From an optimization exercise on the open Yosys and OpenROAD flow, aimed at small area, a short achievable clock period and few clock cycles per item; shortcuts taken in it are not production practice.
At most, simulation tests tie the RTL to the original design; equivalence was not proved.
Power is estimated from default activity; no workload was simulated.

// oqke_top
module oqke_top (
    input  logic        clk,
    input  logic        rst_n,
    input  logic        start,
    output logic        busy,
    input  logic [2:0]  req_op,
    input  logic [31:0] req_key,
    input  logic [31:0] req_new_value,
    output logic [1:0]  res_status,
    output logic [31:0] res_element,
    output logic        res_last,
    output logic [4:0]  res_entries_held,
    output logic        done
);
    oqke_pkg::request_t request;
    oqke_pkg::result_t  result;
    assign request.op        = req_op;
    assign request.key       = req_key;
    assign request.new_value = req_new_value;
    ordered_queue_with_key_edit #(
        .DEPTH (16)
    ) u_queue (
        .clk     (clk),
        .rst_n   (rst_n),
        .start   (start),
        .busy    (busy),
        .request (request),
        .result  (result),
        .done    (done)
    );
  ...
Size in the first run: roughly 700 flip-flops, roughly 110 I/O pins.
==> module oqke_ctrl, before the edit <==
module oqke_ctrl #(
    parameter int DEPTH = 16,
    parameter int CW    = 5
) (
    input  logic                  clk,
    input  logic                  rst_n,
    input  logic                  start,
    output logic                  busy,
    input  oqke_pkg::request_t    request,
    output oqke_pkg::result_t     result,
    output logic                  done,
    input  logic [DEPTH-1:0]      hit_reg,
    output logic [DEPTH-1:0]      held,
    input  logic signed [31:0]    head,
    output logic [DEPTH-1:0]      we,
    output logic [DEPTH-1:0]      sh,
    output logic signed [31:0]    key,
    output logic signed [31:0]    wdata,
    input  logic                  eq_head,
    output logic                  eq_w
);
    logic               va_r;
    logic [2:0]         opa_r;
    logic signed [31:0] keya_r;
    logic signed [31:0] nva_r;
    logic               vb_r;
    logic               othb_r;
    logic signed [31:0] wdb_r;
    logic               insb_r, modb_r, delb_r, dispb_r;
    logic               eqx_r;       
    logic [CW-1:0]      count_r, count_next;
    logic [DEPTH-1:0]   hm_r, hm_next;       
    logic               disp_r;
    logic [CW-1:0]      dleft_r;
    logic               busy_r;
    logic               done_r;
    oqke_pkg::result_t  result_r, result_next;
    logic [DEPTH-1:0]   tail, lasth, hit, after, first;
    logic               any_hit, empty, full;
    logic               is_ins, is_mod, is_del, is_disp, is_other;
    logic               rot;
    logic [CW-1:0]      cur_rem;
    logic               take;
    assign take = start && !busy_r;
    assign held  = hm_r;
    assign tail  = ~hm_r & {hm_r[DEPTH-2:0], 1'b1};
    assign lasth = hm_r & ~{1'b0, hm_r[DEPTH-1:1]};
    assign hit     = hit_reg;
    assign any_hit = |hit;
    always_comb
    begin
        for (int i = 0; i < DEPTH; i++)
            after[i] = |(hit & DEPTH'((32'd1 << (i + 1)) - 32'd1));
    end
    assign first = hit & ~(after << 1);
    assign empty    = !hm_r[0];
    assign full     = hm_r[DEPTH-1];
    assign is_ins   = insb_r;
    assign is_mod   = modb_r;
    assign is_del   = delb_r;
    assign is_disp  = dispb_r;
    assign is_other = othb_r;
    assign rot     = (is_disp && !empty) || disp_r;
    assign cur_rem = disp_r ? dleft_r : count_r;
    assign wdata = rot ? head : wdb_r;
    assign key   = keya_r;
    assign eq_w  = rot ? eq_head : eqx_r;
    always_comb
    begin
        for (int i = 0; i < DEPTH; i++)
        begin
            we[i] = (is_ins && !full && tail[i]) || (is_mod && first[i]) || (rot && lasth[i]);
            sh[i] = (is_del && after[i]) || (rot && held[i] && !lasth[i]);
        end
    end
    always_comb
    begin
        count_next = count_r;
        hm_next    = hm_r;
        if (is_ins && !full)
        begin
            count_next = count_r + CW'(1);
            hm_next    = {hm_r[DEPTH-2:0], 1'b1};
        end
        else if (is_del && any_hit)
        begin
            count_next = count_r - CW'(1);
            hm_next    = {1'b0, hm_r[DEPTH-1:1]};
        end
    end
    always_comb
    begin
        result_next.element      = '0;
        result_next.last         = 1'b1;
        result_next.entries_held = '0;   
        if (is_ins)
            result_next.status = full ? oqke_pkg::ST_FULL : oqke_pkg::ST_OK;
        else if (is_other)
            result_next.status = oqke_pkg::ST_OK;
        else if (empty)
            result_next.status = oqke_pkg::ST_EMPTY;
        else if (!any_hit && !is_disp)
            result_next.status = oqke_pkg::ST_MISSING;
        else
            result_next.status = oqke_pkg::ST_OK;
        if (rot)
        begin
            result_next.status  = oqke_pkg::ST_OK;
            result_next.element = head;
            result_next.last    = (cur_rem == CW'(1));
        end
    end
    always_ff @(posedge clk or negedge rst_n)
    begin
        if (!rst_n)
        begin
            va_r    <= 1'b0;
            vb_r    <= 1'b0;
            insb_r  <= 1'b0;
            modb_r  <= 1'b0;
            delb_r  <= 1'b0;
            dispb_r <= 1'b0;
            count_r <= '0;
            hm_r    <= '0;
            disp_r  <= 1'b0;
            busy_r  <= 1'b0;
            done_r  <= 1'b0;
        end
        else
        begin
            va_r    <= take;
            vb_r    <= va_r;
            insb_r  <= va_r && (opa_r == oqke_pkg::OP_INSERT);
            modb_r  <= va_r && (opa_r == oqke_pkg::OP_MODIFY);
            delb_r  <= va_r && (opa_r == oqke_pkg::OP_DELETE);
            dispb_r <= va_r && (opa_r == oqke_pkg::OP_DISPLAY);
            count_r <= count_next;
            hm_r    <= hm_next;
            disp_r  <= rot && (cur_rem != CW'(1));
            busy_r  <= (take && request.op == oqke_pkg::OP_DISPLAY)
                    || (va_r && opa_r == oqke_pkg::OP_DISPLAY && hm_next[2])
                    || (rot && cur_rem >= CW'(4));
            done_r  <= vb_r || disp_r;
        end
    end
    always_ff @(posedge clk)
    begin
        opa_r    <= request.op;
        keya_r   <= request.key;
        nva_r    <= request.new_value;
        othb_r   <= opa_r > oqke_pkg::OP_DISPLAY;
        wdb_r    <= (opa_r == oqke_pkg::OP_INSERT) ? keya_r : nva_r;
        eqx_r    <= (request.key == ((opa_r == oqke_pkg::OP_INSERT) ? keya_r : nva_r));
        dleft_r  <= cur_rem - CW'(1);
        result_r <= result_next;
    end
    assign busy   = busy_r;
    assign done   = done_r;
    assign result.status       = result_r.status;
    assign result.element      = result_r.element;
    assign result.last         = result_r.last;
    assign result.entries_held = 5'(count_r);
endmodule
==> module ordered_queue_with_key_edit, before the edit <==
module ordered_queue_with_key_edit #(
    parameter int DEPTH = 16
) (
    input  logic                clk,
    input  logic                rst_n,
    input  logic                start,
    output logic                busy,
    input  oqke_pkg::request_t  request,
    output oqke_pkg::result_t   result,
    output logic                done
);
    localparam int CW = $clog2(DEPTH + 1);
    logic [DEPTH-1:0]   eq, hit, we, sh, held;
    logic signed [31:0] key, wdata;
    logic               eq_w;
    logic signed [31:0] entry [DEPTH];
    oqke_ctrl #(
        .DEPTH (DEPTH),
        .CW    (CW)
    ) u_ctrl (
        .clk     (clk),
        .rst_n   (rst_n),
        .start   (start),
        .busy    (busy),
        .request (request),
        .result  (result),
        .done    (done),
        .hit_reg (hit),
        .held    (held),
        .head    (entry[0]),
        .we      (we),
        .sh      (sh),
        .key     (key),
        .wdata   (wdata),
        .eq_head (eq[0]),
        .eq_w    (eq_w)
    );
    for (genvar i = 0; i < DEPTH; i++)
    begin : g_cell
        localparam int N = (i == DEPTH - 1) ? i : i + 1;
        oqke_cell u_cell (
            .clk     (clk),
            .we      (we[i]),
            .sh      (sh[i]),
            .wdata   (wdata),
            .nbr     (entry[N]),
            .cmp_key (key),
            .eq_w    (eq_w),
            .eq_nbr  ((i == DEPTH - 1) ? 1'b0 : eq[N]),
            .held    (held[i]),
            .entry   (entry[i]),
            .eq      (eq[i]),
            .hit     (hit[i])
        );
    end
endmodule
==> flow/config.mk <==
export PLATFORM = sky130hd
export DESIGN_NAME = oqke_top
export DESIGN_NICKNAME = oqke_top
export VERILOG_FILES = /design/flow/design.v
export SDC_FILE = /design/flow/constraint.sdc
export NUM_CORES = 4
export LEC_CHECK = 0
export CAP_MARGIN = 20
export CORE_MARGIN = 2
export CORE_UTILIZATION = 55
export CTS_CLUSTER_DIAMETER = 70
export CTS_CLUSTER_SIZE = 24
export PLACE_DENSITY = 0.7
export SETUP_SLACK_MARGIN = 2.7
export SLEW_MARGIN = 20
export TNS_END_PERCENT = 0
==> flow/constraint.sdc <==
create_clock -name core_clock -period 5.0 [get_ports {clk}]
set_input_delay 1.0000 -clock core_clock [delete_from_list [all_inputs] [get_ports {clk}]]
set_output_delay 1.0000 -clock core_clock [all_outputs]
set_load 0.01 [all_outputs]
standard.sh (not shown) runs the stock make flow with config.mk's settings and CLKGATE_MAP_FILE= SYNTH_SCRIPT=/design/flow/synth_recipe.tcl, a recipe that flattens the netlist after the stock synthesis.
==> flow/flow/run.sh <==
#!/bin/bash
set -o pipefail
export BUFFER_PORTS_ARGS="-buffer_cell sky130_fd_sc_hd__buf_2"
bash standard.sh > standard.log 2>&1
The starting point completed with no timing, DRC or antenna violations.
Testbench counts at the start, summed over its fixed seeds: cycles 8,870, requests 4,800.
Next try:
--- a/flow/design.v
+++ b/flow/design.v
@@ -66,15 +66,17 @@
     input  logic signed [31:0]    head,
     output logic [DEPTH-1:0]      we,
     output logic [DEPTH-1:0]      sh,
     output logic signed [31:0]    key,
+    output logic signed [31:0]    key_n,
     output logic signed [31:0]    wdata,
     input  logic                  eq_head,
     output logic                  eq_w
 );
     logic               va_r;
     logic [2:0]         opa_r;
     logic signed [31:0] keya_r;
+    logic signed [31:0] keyan_r;     
     logic signed [31:0] nva_r;
     logic               vb_r;
     logic               othb_r;
     logic signed [31:0] wdb_r;
@@ -115,8 +117,9 @@
     assign rot     = (is_disp && !empty) || disp_r;
     assign cur_rem = disp_r ? dleft_r : count_r;
     assign wdata = rot ? head : wdb_r;
     assign key   = keya_r;
+    assign key_n = keyan_r;
     assign eq_w  = rot ? eq_head : eqx_r;
     always_comb
     begin
         for (int i = 0; i < DEPTH; i++)
@@ -198,8 +201,9 @@
     always_ff @(posedge clk)
     begin
         opa_r    <= request.op;
         keya_r   <= request.key;
+        keyan_r  <= ~request.key;
         nva_r    <= request.new_value;
         othb_r   <= opa_r > oqke_pkg::OP_DISPLAY;
         wdb_r    <= (opa_r == oqke_pkg::OP_INSERT) ? keya_r : nva_r;
         eqx_r    <= (request.key == ((opa_r == oqke_pkg::OP_INSERT) ? keya_r : nva_r));
@@ -225,9 +229,9 @@
     output logic                done
 );
     localparam int CW = $clog2(DEPTH + 1);
     logic [DEPTH-1:0]   eq, hit, we, sh, held;
-    logic signed [31:0] key, wdata;
+    logic signed [31:0] key, key_n, wdata;
     logic               eq_w;
     logic signed [31:0] entry [DEPTH];
     oqke_ctrl #(
         .DEPTH (DEPTH),
@@ -245,8 +249,9 @@
         .head    (entry[0]),
         .we      (we),
         .sh      (sh),
         .key     (key),
+        .key_n   (key_n),
         .wdata   (wdata),
         .eq_head (eq[0]),
         .eq_w    (eq_w)
     );
@@ -258,9 +263,9 @@
             .we      (we[i]),
             .sh      (sh[i]),
             .wdata   (wdata),
             .nbr     (entry[N]),
-            .cmp_key (key),
+            .cmp_key ((i < DEPTH / 2) ? key : ~key_n),
             .eq_w    (eq_w),
             .eq_nbr  ((i == DEPTH - 1) ? 1'b0 : eq[N]),
             .held    (held[i]),
             .entry   (entry[i]),
What happened: Global-route usage drops by 2.2 points; hold slack degrades by 28 ps; clock-buffer cell count drops by 8; clock skew barely changes; via count drops by 1.7%; setup slack degrades by 9.2 ps; total power drops by 24%; die area climbs by 3.1%; wire length drops by 3.1%.
The RTL of the second run of this note was laid out without a check of its function.

[afterwards: timing with drivers on the ports]
Ports are ideal in the flow. The routed layouts listed here were re-timed in OpenROAD.
Step 1, drivers: a clkbuf_16 drives clk and a buf_2 each remaining input, both assumed.
Step 2 moves the port delays by t, midway between the first and last clock arrival at a register: inputs arrive t later, outputs are due t later. That takes back most of the time a late clock gives input paths.
Slacks: ideal ports / drivers / drivers and shift; pairs: ideal ports / drivers.
run	t, ns	slack for setup (ns)	hold WS [ns]	worst setup path at the end	worst slew at a driven data input, ns
the first run	0.675	2.555 / 2.555 / 2.252	0.448 / 0.413 / 0.448	input to register	0.09
the second run	0.672	2.546 / 2.546 / 2.162	0.419 / 0.379 / 0.447	input to register	0.04
After both steps setup and hold are still met in every run listed. The setup slack of the second run, which loses most, moves by 0.000 ns with the drivers and by -0.384 ns with both steps.
